What follows belongs to an exercise in optimizing a design on an open flow for small area, a short achievable clock period and few clock cycles per item; a production flow would make more cautious choices. Only simulation tests tie the RTL to the original design; equivalence was not proved. Power figures rest on the tool's default switching activity, not on a simulated workload.

**flow/design.v**
```verilog
package plir_pkg;
	localparam int CAPACITY = 64;
	localparam int ADDR_W   = $clog2(CAPACITY);
	localparam int LEN_W    = $clog2(CAPACITY + 1);
	localparam int POS_W    = 7;
	localparam int CNT_W    = 7;
	localparam int VAL_W    = 32;
	localparam int CMP_W    = (LEN_W > POS_W) ? LEN_W : POS_W;
	typedef logic [ADDR_W-1:0] addr_t;
	typedef logic [LEN_W-1:0]  len_t;
	typedef logic [POS_W-1:0]  pos_t;
	typedef logic [CNT_W-1:0]  cnt_t;
	typedef logic [VAL_W-1:0]  val_t;
	typedef logic [CMP_W-1:0]  cmp_t;
	typedef logic [1:0]        status_t;
	localparam logic CMD_INSERT = 1'b0;
	localparam logic CMD_REMOVE = 1'b1;
	localparam status_t ST_OK     = 2'd0;
	localparam status_t ST_EMPTY  = 2'd1;
	localparam status_t ST_BADPOS = 2'd2;
	localparam status_t ST_FULL   = 2'd3;
	localparam int IN_DATA_W  = 40;
	localparam int OUT_DATA_W = 40;
endpackage
module positional_list_insert_remove (
	input  logic                             clk,
	input  logic                             arst_n,
	input  logic                             s_tvalid,
	output logic                             s_tready,
	input  logic [plir_pkg::IN_DATA_W-1:0]   s_tdata,
	input  logic                             s_tuser,
	output logic                             m_tvalid,
	input  logic                             m_tready,
	output logic [plir_pkg::OUT_DATA_W-1:0]  m_tdata,
	output logic [1:0]                       m_tuser
);
	localparam int N  = 64;
	localparam int W  = 32;
	localparam int RW = 2 + 7 + W;    
	localparam int QD = 4;            
	logic [6:0]           len_q;      
	logic [5:0]           head_q;     
	logic                 pol_q;      
	logic [W-1:0]         ring [N];
	logic                 ready;
	logic                 rdy_pop_q;  
	logic                 rdy_hold_q; 
	logic                 accept;
	logic                 is_ins;
	logic [6:0]           pos;
	logic [1:0]           st;
	logic                 ok, ins_do, rem_do;
	logic [6:0]           len_d;
	assign s_tready = ready;
	assign accept   = s_tvalid && ready;
	assign is_ins   = (s_tuser == plir_pkg::CMD_INSERT);
	assign pos      = s_tdata[6:0];
	always_comb begin
		st = plir_pkg::ST_OK;
		if (is_ins) begin
			if (len_q[6]) st = plir_pkg::ST_FULL;
			else if (pos > len_q) st = plir_pkg::ST_BADPOS;
		end else begin
			if (len_q == 7'd0) st = plir_pkg::ST_EMPTY;
			else if (pos >= len_q) st = plir_pkg::ST_BADPOS;
		end
	end
	assign ok     = (st == plir_pkg::ST_OK);
	assign ins_do = accept && is_ins && ok;
	assign rem_do = accept && !is_ins && ok;
	logic [6:0]           len_inc, len_dec;
	logic [5:0]           head_inc, head_d;
	assign len_inc  = len_q + 7'd1;
	assign len_dec  = len_q - 7'd1;
	assign head_inc = head_q + 6'd1;
	always_comb begin
		len_d = len_q;
		if (ins_do) len_d = len_inc;
		if (rem_do) len_d = len_dec;
	end
	assign head_d = rem_do ? head_inc : head_q;
	logic                 a_valid;
	logic                 a_do;       
	logic                 a_ins;
	logic                 a_rem;      
	logic [1:0]           a_st;
	logic [6:0]           a_cnt;
	logic [5:0]           a_head;     
	logic [5:0]           a_slot;     
	logic                 a_wrap;     
	logic [W-1:0]         a_v;        
	always_ff @(posedge clk) begin
		a_ins  <= is_ins;
		a_st   <= st;
		a_cnt  <= len_d;
		a_head <= head_q;
		{a_wrap, a_slot} <= {1'b0, head_q} + {1'b0, pos[5:0]};
		a_v    <= is_ins ? (s_tdata[38:7] ^ {W{pol_q}}) : {W{1'b0}};
	end
	logic [N-1:0]         le, geh, hh, ea, cc, mv;
	logic [N-1:0]         h_d, l_d, e_d;
	always_comb begin
		for (int j = 0; j < N; j++) begin
			le[j]  = (6'(j) <= a_slot);
			geh[j] = (6'(j) >= a_head);
		end
		for (int j = 0; j < N; j++) begin
			ea[j]  = le[j] && !((j == N-1) ? 1'b0 : le[(j == N-1) ? 0 : j+1]);
			hh[j]  = geh[j] && !((j == 0) ? 1'b0 : geh[(j == 0) ? 0 : j-1]);
			cc[j]  = a_wrap ? (geh[j] || le[j]) : (geh[j] && le[j]);
			mv[j]  = a_ins ? !cc[j] : (cc[j] && !hh[j]);
			l_d[j] = a_do && mv[j];
			e_d[j] = a_do && ea[j];
			h_d[j] = !(a_do && (mv[j] || (a_ins && ea[j])));
		end
	end
	logic                 b_valid;
	logic                 b_rem;
	logic [1:0]           b_st;
	logic [6:0]           b_cnt;
	logic [N-1:0]         b_h, b_l, b_e;
	logic [W-1:0]         b_v;
	logic [W-1:0]         rd_lo, rd_hi;
	always_ff @(posedge clk) begin
		b_st  <= a_st;
		b_cnt <= a_cnt;
		b_h   <= h_d;
		b_l   <= l_d;
		b_e   <= e_d;
		b_v   <= a_v;
	end
	always_ff @(posedge clk) begin
		for (int j = 0; j < N; j++) begin
			ring[j] <= ~((ring[j] & {W{b_h[j]}})
			           | (ring[(j + N - 1) % N] & {W{b_l[j]}})
			           | (b_v & {W{b_e[j]}}));
		end
	end
	always_comb begin
		rd_lo = '0;
		rd_hi = '0;
		for (int j = 0; j < N/2; j++) begin
			rd_lo = rd_lo | (ring[j] & {W{b_e[j]}});
			rd_hi = rd_hi | (ring[j + N/2] & {W{b_e[j + N/2]}});
		end
	end
	logic                 c_valid;
	logic                 c_rem;
	logic [1:0]           c_st;
	logic [6:0]           c_cnt;
	logic [W-1:0]         c_lo, c_hi;
	logic [RW-1:0]        res;
	always_ff @(posedge clk) begin
		c_st  <= b_st;
		c_cnt <= b_cnt;
		c_lo  <= rd_lo;
		c_hi  <= rd_hi;
	end
	assign res = {c_st, c_cnt, c_rem ? ((c_lo | c_hi) ^ {W{!pol_q}}) : {W{1'b0}}};
	logic [QD-1:0]        qv;         
	logic [RW-1:0]        qd [QD];
	logic                 pop, push;
	logic [QD-1:0]        qv_d;
	logic [QD-1:0]        qv_p;       
	logic [1:0]           inflight_d;
	logic [QD-1:0]        qv_dp;      
	assign pop  = qv[0] && m_tready;
	assign push = c_valid;
	assign qv_p = pop ? {1'b0, qv[QD-1:1]} : qv;
	assign qv_d = push ? {qv_p[QD-2:0], 1'b1} : qv_p;
	assign ready = m_tready ? rdy_pop_q : rdy_hold_q;
	assign inflight_d = {1'b0, accept} + {1'b0, a_valid} + {1'b0, b_valid};
	assign qv_dp = {1'b0, qv_d[QD-1:1]};
	function automatic logic room(input logic [QD-1:0] v, input logic [1:0] n);
		case (n)
			2'd0:    room = !v[3];
			2'd1:    room = !v[2];
			2'd2:    room = !v[1];
			default: room = !v[0];
		endcase
	endfunction
	always_ff @(posedge clk) begin
		for (int k = 0; k < QD; k++) begin
			if (pop) begin
				qd[k] <= (k < QD-1 && qv[(k < QD-1) ? k+1 : k]) ? qd[(k < QD-1) ? k+1 : k] : res;
			end else begin
				qd[k] <= qv[k] ? qd[k] : res;
			end
		end
	end
	assign m_tvalid = qv[0];
	assign m_tuser  = qd[0][RW-1 -: 2];
	assign m_tdata  = {1'b0, qd[0][RW-3:0]};
	always_ff @(posedge clk or negedge arst_n) begin
		if (!arst_n) begin
			a_valid <= 1'b0;
			a_do    <= 1'b0;
			a_rem   <= 1'b0;
			b_valid <= 1'b0;
			b_rem   <= 1'b0;
			c_valid <= 1'b0;
			c_rem   <= 1'b0;
			len_q   <= '0;
			head_q  <= '0;
			pol_q   <= 1'b0;
			qv      <= '0;
			rdy_pop_q  <= 1'b1;
			rdy_hold_q <= 1'b1;
		end else begin
			a_valid <= accept;
			a_do    <= ins_do || rem_do;
			a_rem   <= rem_do;
			b_valid <= a_valid;
			b_rem   <= a_rem;
			c_valid <= b_valid;
			c_rem   <= b_rem;
			len_q   <= len_d;
			head_q  <= head_d;
			pol_q   <= !pol_q;
			qv      <= qv_d;
			rdy_pop_q  <= room(qv_dp, inflight_d);
			rdy_hold_q <= room(qv_d, inflight_d);
		end
	end
endmodule
```
**flow/run.sh**
```bash
#!/bin/bash
# synth_recipe.tcl (not shown) runs the flow's synth.tcl, then flattens the netlist and writes it again
# the make line also repeats each setting of config.mk as NAME=value (left out here)
make -C /OpenROAD-flow-scripts/flow DESIGN_CONFIG=/design/flow/config.mk WORK_HOME=/design/flow/orfs CLKGATE_MAP_FILE= SYNTH_SCRIPT=/design/flow/synth_recipe.tcl finish
```
**flow/config.mk**
```make
export PLATFORM = sky130hd
export DESIGN_NAME = positional_list_insert_remove
export DESIGN_NICKNAME = positional_list_insert_remove
export VERILOG_FILES = /design/flow/design.v
export SDC_FILE = /design/flow/constraint.sdc
export NUM_CORES = 4
export LEC_CHECK = 0
export CAP_MARGIN = 20
export CORE_MARGIN = 2
export CORE_UTILIZATION = 30
export PLACE_DENSITY = 0.4
export SETUP_SLACK_MARGIN = 2.3
export SLEW_MARGIN = 20
```
**flow/constraint.sdc**
```tcl
create_clock -name core_clock -period 5.0 [get_ports {clk}]
set_input_delay 1.0000 -clock core_clock [delete_from_list [all_inputs] [get_ports {clk}]]
set_output_delay 1.0000 -clock core_clock [all_outputs]
set_load 0.01 [all_outputs]
```
==> metrics.cfg, run 1 <==
[run_status]
status=finished clean

[die]
die_w_um=570
fp.dieArea_um2=325000
initial_core_util_pct=30.2
ios=89
rows=207
core_um2=319000
die_h_um=570

[hold_path]
hp-class=input pin to asynchronous set/reset pin

[worst_setup_path]
crit_chain=buf_4 -> or2_2 -> o21ai_0 -> and2_1 -> a41oi_1 -> a221o_1 -> and3_1
cp_max_fo=30
cpPeakStageDelay_ns=0.61
reg2reg_slack_ns=2.28
critPathBufInv=1
startpoint_type=flip-flop
r2r-start=a_slot[4]
slowest_stage=o21ai_0
regToRegEndpoint=b_l[37]
path_class=flip-flop to flip-flop
ff2ff_path_depth=7
worstPathArrival_ns=3.52
crit_family=compound AO/OA/AOI/OAI gates
end_kind=flip-flop
critical_path_required_ns=5.80

[global_route]
grt_pass1_vias=88055
grt_max_degree=90
grt_overflow=0
grtUsageTotal_pct=33.9
antenna_found_initial=28
grt_pass1_wl_um=768000

[drt]
first_pass_iters=14
vias=94867
totalWireLength_um=581000
wl_per_cell_um=46.3
avgViaCountPerCell=7.57
drt_drc_violations_left=0
antenna_left=0
drt-initial-drc-count=30177

[place]
hpwl_um=307000
gp_congestion=0.869
io_buffer_count=86
dpl.cell_count=11981

[synth]
synth_cell_types=77
synth-edff-count=41
synth_area_per_cell_um2=11.0
synth_top_flop_cell=dfxtp_1
syn-cell-area_um2=96200
synth_seq_cells=2600
ys_async_sr_fraction_pct=1.04
yosysWarnings=3
ys_seq_area_share_pct=54.7
syn-num-nets=8797
synthCells=8734

[cells_and_area]
drive_gt1_share_pct=12.0
final_cell_mix=2,298 x dfxtp_1, 2,048 x a222oi_1, 768 x a22oi_1
regArea_um2=53300
multiInputGateArea_um2=39000
layout.nets=8171
stdcell_count=12533
area_delta_synth_final_pct=14.5
fillers=31487
mostFrequentLayoutCell=dfxtp_1

[sta]
tightest_slew_ns=1.25
fin_tns_setup_ns=0
rsz0062_at_grt=true
fin_worst_skew_ns=0.0596
post-route-period-util_pct=54.3
relSlewSlack_pct=16.5
finalMaxSlewViolations=0
report.final.hold_viol_count=0
final-setup-viol-count=0
fmax_ghz=0.368
period_needed_ns=2.72

[cts]
cts.sink_count=2600
cts_tree=done
insertion_delay_ns=0.94
cts_buffers=301
clockBufferDepth=4
path_clk_slew_ns=0.06
h-tree-depth=5
cts_root_buf=clkbuf_16

[power]
power_density_nw_per_um2=725
peakVddDrop_mv=0.432
p_leak_nw=38.2

[job]
cap_violations=0

[cells in the mapped netlist, drive strengths merged, types with 41 or more instances]
| cell type | n | area, um^2 |
|---|---|---|
| clkbuf | 984 | 3700 |
| xnor2 | 80 | 701 |
| a222oi | 2048 | 20500 |
| nor2 | 310 | 1160 |
| nand2 | 256 | 961 |
| nand3 | 161 | 806 |
| maj3 | 52 | 522 |
| nand4 | 134 | 838 |
| o21ai | 187 | 936 |
| dfxtp | 2532 | 50700 |
| buf | 239 | 938 |
| a22oi | 768 | 5770 |
| a221oi | 131 | 1150 |
| a22o | 130 | 1140 |
| a21oi | 185 | 926 |
| or4 | 65 | 488 |
| edfxtp | 41 | 1230 |
| a211oi | 57 | 440 |
[logic make-up after synthesis]
kind of cell,after synthesis,synth area share (%)
AO/OA/AOI/OAI,3642,33.2
flip-flops,2600,54.7
buffers and inverters,1256,4.95
AND/OR/NAND/NOR,1038,5.16
XOR/XNOR,81,0.738
adder cells (fa/ha/maj),70,0.792
multiplexers,46,0.506
other,1,0.00390
[routing by layer]
| layer | track usage, % | wire length (um) |
|---|---|---|
| met1 | 45.5 | 227000 |
| met2 | 47.0 | 232000 |
| met3 | 11.0 | 84000 |
| met4 | 19.4 | 37500 |
| met5 | 0.193 | 242 |
[worst register-to-register path: stages, from the launching register on]
cell	delay (ns)
dfxtp_1	0.30
buf_4	0.25
or2_2	0.57
o21ai_0	0.61
and2_1	0.24
a41oi_1	0.05
a221o_1	0.40
and3_1	0.17
[how the worst max path moves through the flow]
stage | from | to | slack [ns] | cells past startpoint
2_1_floorplan | s_tdata[0] | head_q[5] | 2.30 | 8
3_3_place_gp | m_tready | head_q[5] | 0.91 | 7
3_5_place_dp | m_tready | head_q[5] | 0.91 | 7
4_1_cts | m_tready | s_tready | 2.04 | 3
5_1_grt | len_q[0] | len_q[5] | 2.28 | 8
6_report | a_slot[4] | b_l[37] | 2.28 | 7
[area by class of cell]
cell class	instances	share of cell area [%]
tap	4180	4.75
clock buffer	440	8.13
antenna	21	0.0477
timing repair buffer	294	2.35
inverter	33	0.112
multi-input combinational	4878	35.4
clock inverter	87	0.804
sequential	2600	48.4
[registers in the layout, summed over array words and instances, names as in the netlist, 4 cells and up]
name	count
a_cnt	7
a_head	6
a_slot	6
a_v	32
b_cnt	7
b_e	64
b_h	64
b_l	64
b_v	32
c_cnt	7
c_hi	32
c_lo	32
head_q	6
len_q	7
qd	164
qv	4
ring	2048
[power by group]
group | switching [mW] | internal (mW) | total [mW]
clock | 9.51 | 13.0 | 22.5
combinational | 6.55 | 7.46 | 14.0
sequential | 12.5 | 30.8 | 43.3
[per-stage QoR]
stage / worst slack [ns] / utilization (%) / total power [mW] / cell area [um^2] / hold WS [ns]
3_3_place_gp: 0.914 / 31.4 / 56.1 / 100000 / 0.311
3_5_place_dp: 0.910 / 31.4 / 56.4 / 100000 / 0.312
4_1_cts: 2.04 / 34.5 / 78.7 / 110000 / 0.225
2_1_floorplan: 2.30 / - / 47.6 / 96200 / 0.310
6_report: 2.28 / 34.6 / 79.8 / 110000 / 0.273
5_1_grt: 2.28 / 34.6 / 82.2 / 110000 / 0.294
[what timing repair did]
item,4_1_cts,5_1_grt
gates resized for setup,63,41
hold buffers,0,0
endpoints found under the hold margin,0,0
pin swaps,1,4
endpoints found under the setup margin,145,76
buffers inserted,3,1
Testbench counts, summed over its fixed seeds: cycles 8,032, items 8,000.
==> run 2: changes to the inputs <==
--- a/flow/design.v
+++ b/flow/design.v
@@ -39,3 +39,3 @@
 	localparam int RW = 2 + 7 + W;    
-	localparam int QD = 4;            
+	localparam int QD = 5;            
 	logic [6:0]           len_q;      
@@ -45,4 +45,3 @@
 	logic                 ready;
-	logic                 rdy_pop_q;  
-	logic                 rdy_hold_q; 
+	logic                 ready_q;
 	logic                 accept;
@@ -165,3 +164,2 @@
 	logic [1:0]           inflight_d;
-	logic [QD-1:0]        qv_dp;      
 	assign pop  = qv[0] && m_tready;
@@ -170,11 +168,10 @@
 	assign qv_d = push ? {qv_p[QD-2:0], 1'b1} : qv_p;
-	assign ready = m_tready ? rdy_pop_q : rdy_hold_q;
+	assign ready = ready_q;
 	assign inflight_d = {1'b0, accept} + {1'b0, a_valid} + {1'b0, b_valid};
-	assign qv_dp = {1'b0, qv_d[QD-1:1]};
 	function automatic logic room(input logic [QD-1:0] v, input logic [1:0] n);
 		case (n)
-			2'd0:    room = !v[3];
-			2'd1:    room = !v[2];
-			2'd2:    room = !v[1];
-			default: room = !v[0];
+			2'd0:    room = !v[4];
+			2'd1:    room = !v[3];
+			2'd2:    room = !v[2];
+			default: room = !v[1];
 		endcase
@@ -206,4 +203,3 @@
 			qv      <= '0;
-			rdy_pop_q  <= 1'b1;
-			rdy_hold_q <= 1'b1;
+			ready_q <= 1'b0;
 		end else begin
@@ -220,4 +216,3 @@
 			qv      <= qv_d;
-			rdy_pop_q  <= room(qv_dp, inflight_d);
-			rdy_hold_q <= room(qv_d, inflight_d);
+			ready_q <= room(qv_d, inflight_d);
 		end
--- a/flow/config.mk
+++ b/flow/config.mk
@@ -10,4 +10,6 @@
 export CORE_UTILIZATION = 30
+export CTS_CLUSTER_DIAMETER = 60
+export CTS_CLUSTER_SIZE = 30
 export PLACE_DENSITY = 0.4
-export SETUP_SLACK_MARGIN = 2.3
+export SETUP_SLACK_MARGIN = 2.55
 export SLEW_MARGIN = 20
==> run 2 against run 1 <==
Against the previous run: final area rose by 0.21%; non-clock buffer count rose by 73; wire length rose by 1.7%; register-to-register slack improved by 0.20 ns; sequential share of layout area rose by 0.57 points; count of clock-buffer cells in the layout fell by 188; critical endpoint is now m_tdata[32].
==> metrics.cfg, run 2 <==
[sta]
post-route-period-util_pct=52.2  ; -2.1 points
tightest_slew_ns=1.35  ; +0.0955 ns
finalMaxSlewViolations=0  ; unchanged
rsz0062_at_grt=true
report.final.hold_viol_count=0  ; unchanged
final-setup-viol-count=0  ; unchanged
fin_worst_skew_ns=0.0523  ; -0.00725 ns
fmax_ghz=0.383  ; +4.1%
timing.hold.ws_ns=0.145  ; -0.128 ns
fin_tns_setup_ns=0  ; unchanged
period_needed_ns=2.61  ; -0.107 ns
relSlewSlack_pct=10.2  ; -6.4 points

[cells_and_area]
reg.largest.list=ring x2048, qd x205
layout.nets=8301  ; +1.6%
regArea_um2=54100  ; +1.4%
mostFrequentLayoutCell=dfxtp_1
multiInputGateArea_um2=39700  ; +1.9%
largest_reg_flops=2048  ; unchanged
finalInstanceArea_um2=110000  ; +0.21%
final_cell_mix=2,343 x dfxtp_1, 2,048 x a222oi_1, 768 x a22oi_1
top_register=ring
fillers=32199  ; +2.3%
area_delta_synth_final_pct=13.0
drive_gt1_share_pct=12.8  ; +0.84 points
stdcell_count=12767  ; +1.9%

[synth]
synth_cell_types=75  ; -2.6%
synth_compound_area_share_pct=32.9  ; -0.25 points
yosysTopAreaCell=dfxtp_1
synth_area_per_cell_um2=11.0  ; -0.16%
synth.most_common_cell=dfxtp_1
synthXorXnorAreaFrac_pct=0.709  ; -0.029 points
synthCells=8880  ; +1.7%
ys_async_sr_fraction_pct=1.02  ; -0.016 points
ys_seq_area_share_pct=54.7  ; about the same
yosysWarnings=3  ; unchanged
syn-cell-area_um2=97600  ; +1.5%
syn-num-nets=8943  ; +1.7%
synth_adder_area_share_pct=0.769  ; -0.023 points
synth-edff-count=41  ; unchanged
synthMuxAreaShare_pct=0.888  ; +0.38 points
synth_common_cells=2,573 x dfxtp_1, 2,048 x a222oi_1, 993 x clkbuf_1, 768 x a22oi_1, 346 x nor2_1
synth_seq_cells=2641  ; +1.6%
synth_top_family_by_area=compound AO/OA/AOI/OAI gates
synth_area_leaders=dfxtp_1 53%, a222oi_1 21%, a22oi_1 5.9%, clkbuf_1 3.8%, nor2_1 1.3%
synth_top_area_share_pct=52.8  ; +0.056 points
synth_top_flop_cell=dfxtp_1
synth-simple-area-share_pct=5.11  ; -0.041 points

[power]
total_power_mw=88.3  ; +11%
p_leak_nw=38.4  ; +0.36%
peakVddDrop_mv=0.441  ; +1.9%
power_density_nw_per_um2=800  ; +10%

[place]
dpl.cell_count=12316  ; +2.8%
io_buffer_count=86  ; unchanged
place_area_um2=102000  ; +2.1%
gp_congestion=0.877  ; +0.99%
hpwl_um=319000  ; +3.9%

[drt]
avgViaCountPerCell=7.50  ; -0.97%
wl_per_cell_um=46.3  ; -0.14%
vias=95698  ; +0.88%
drt_drc_violations_left=0  ; unchanged
drt-initial-drc-count=27376  ; -9.3%
first_pass_iters=13  ; -1
totalWireLength_um=591000  ; +1.7%
antenna_left=0  ; unchanged

[worst_setup_path]
worstPathArrival_ns=1.61  ; -1.91 ns
cp_max_fo=1  ; -97%
critical_path_required_ns=4.00  ; -1.80 ns
path_class=flip-flop to primary output
startpoint=qd[0][32]
end_kind=primary output
crit_family=flip-flops
slowest_stage=edfxtp_1
critPathBufInv=1  ; unchanged
ff2ff_path_depth=5  ; -2
startpoint_type=flip-flop
cp_num_cells=1  ; -6
cpPeakStageDelay_ns=0.49  ; -0.12 ns
crit_chain=buf_2
r2r-start=b_e[4]

[die]
die_h_um=574  ; +0.75%
fp.dieArea_um2=330000  ; +1.5%
initial_core_util_pct=30.1  ; -0.057 points
rows=209  ; +0.97%
die_w_um=574  ; +0.75%
ios=89  ; unchanged
core_um2=324000  ; +1.7%

[run_status]
status=finished clean

[cts]
insertion_delay_ns=0.98  ; +0.04 ns
cts_root_buf=clkbuf_16
path_clk_slew_ns=0.09  ; +0.03 ns
h-tree-depth=4  ; -1
cts_hold_buf=0  ; unchanged
cts_buffers=219  ; -27%
clockBufferDepth=4  ; unchanged
cts_tree=done
cts.sink_count=2641  ; +1.6%

[hold_path]
hp-class=input pin to asynchronous set/reset pin

[job]
cap_violations=0  ; unchanged

[global_route]
grtUsageTotal_pct=33.8  ; -0.060 points
antenna_found_initial=28  ; unchanged
grt_overflow=0  ; unchanged
grt_pass1_wl_um=783000  ; +1.9%
grt_pass1_vias=89096  ; +1.2%
grt_max_degree=165  ; +83%

[run 2: cell types whose count changed in the layout (fill, tap and decap cells not counted), moves of 31 or more]
cell           before   now
dfxtp_1          2298  2343
a21oi_1           183   215
mux2i_1            25    57
clkbuf_16         311   225
buf_2               2    34
inv_6               4    38
clkinv_2           44    13
nor2_1            298   332
buf_4             188   242
dlygate4sd2_1      42     1
clkbuf_8           68    16
clkbuf_1           61    12
[run 2: through the flow]
stage | setup WS, ns | utilization (%)
floorplan | 2.25 | -
finish | 2.39 | 34.1
CTS | 2.31 | 34.0
global route | 2.35 | 34.0
global placement | 1.45 | 31.5
detailed placement | 1.45 | 31.5
[run 2: cell families after synthesis]
| kind of cell | count (synthesis) |
|---|---|
| compound gates | 3688 |
| mux | 84 |
| fa+ha+maj | 69 |
| other cells | 1 |
| simple gates | 1055 |
| flops | 2641 |
| xor+xnor | 79 |
| buf+inv | 1263 |
[run 2: power by group]
part,internal [mW],switching (mW)
Clock,9.61,9.63
Combinational,9.79,11.3
Sequential,32.0,16.0
[run 2: per-layer routing]
layer	vias up	GRT usage [%]	wire [um]
met5	-	0	184
met3	2068	8.72	72900
met1	48394	42.2	220000
met2	8453	51.7	256000
met4	20	21.5	42600
li1	36763	-	-
[run 2: worst reg2reg max path: cells and delay by family, from the launching register on]
| family | cells | cell delay [ns] |
|---|---|---|
| AND/OR/NAND/NOR | 2 | 0.81 |
| flip-flops | 1 | 0.54 |
| buffers and inverters | 1 | 0.45 |
| AO/OA/AOI/OAI | 2 | 0.53 |
[run 2: final timing paths]
kind                          endpoint  slack (ns)
min reg2reg                     b_v[9]        0.33
min                           len_q[0]        0.14
max                        m_tdata[32]        2.39
max in group asynchronous        qv[2]        4.30
min in group core_clock         b_v[9]        0.33
max reg2reg                   c_lo[23]        2.48
[run 2: cell type report]
cell class | count | share of cell area, %
diodes | 18 | 0.0408
clock buffers | 252 | 5.32
repair buffers | 367 | 2.94
flip-flops and latches | 2641 | 49.0
well taps | 4325 | 4.90
multi-input cells | 4976 | 36.0
repair inverters | 1 | 0.00680
clock inverters | 155 | 1.67
inverters | 32 | 0.132
[run 2: timing repair]
item | 4_1_cts | 5_1_grt
cloned | 1 | 1
gates resized for setup | 233 | 52
setup endpoints to repair | 198 | 121
buffers inserted | 18 | 6
endpoints found under the hold margin | 0 | 0
pin swaps | 4 | 5
Testbench counts of run 2, summed over its fixed seeds: cycles 8,032, items 8,000.

-- port drivers added, routing unchanged --
The flow's constraints put no driver on any port. The routed layouts listed below were extracted and timed again, unchanged, in two steps.
Step 1: set_driving_cell puts a clkbuf_16 on clk and a buf_2 on each other input, an assumption about the parent block.
Step 2 times the ports against the registers' clock, not the clock port: input delays grow and output delays shrink by t, the midpoint of the rising clock arrivals with the driver on.
Slacks: no drivers / after step 1 / after step 2; pairs: no drivers / after step 1.
run | shift t [ns] | setup WS [ns] | hold WS [ns] | worst setup path after step 2 | worst register clock-pin slew, ns
run 1 | 1.023 | 2.284 / 2.237 / 1.421 | 0.273 / 0.181 / 0.321 | input to register | 0.06 / 0.06
run 2 | 1.054 | 2.390 / 2.281 / 1.599 | 0.145 / 0.060 / 0.326 | input to register | 0.10 / 0.10
After both steps setup and hold are still met in every run listed. For run 1, which loses most, drivers alone change the setup slack by -0.047 ns; drivers and shift together by -0.863 ns.
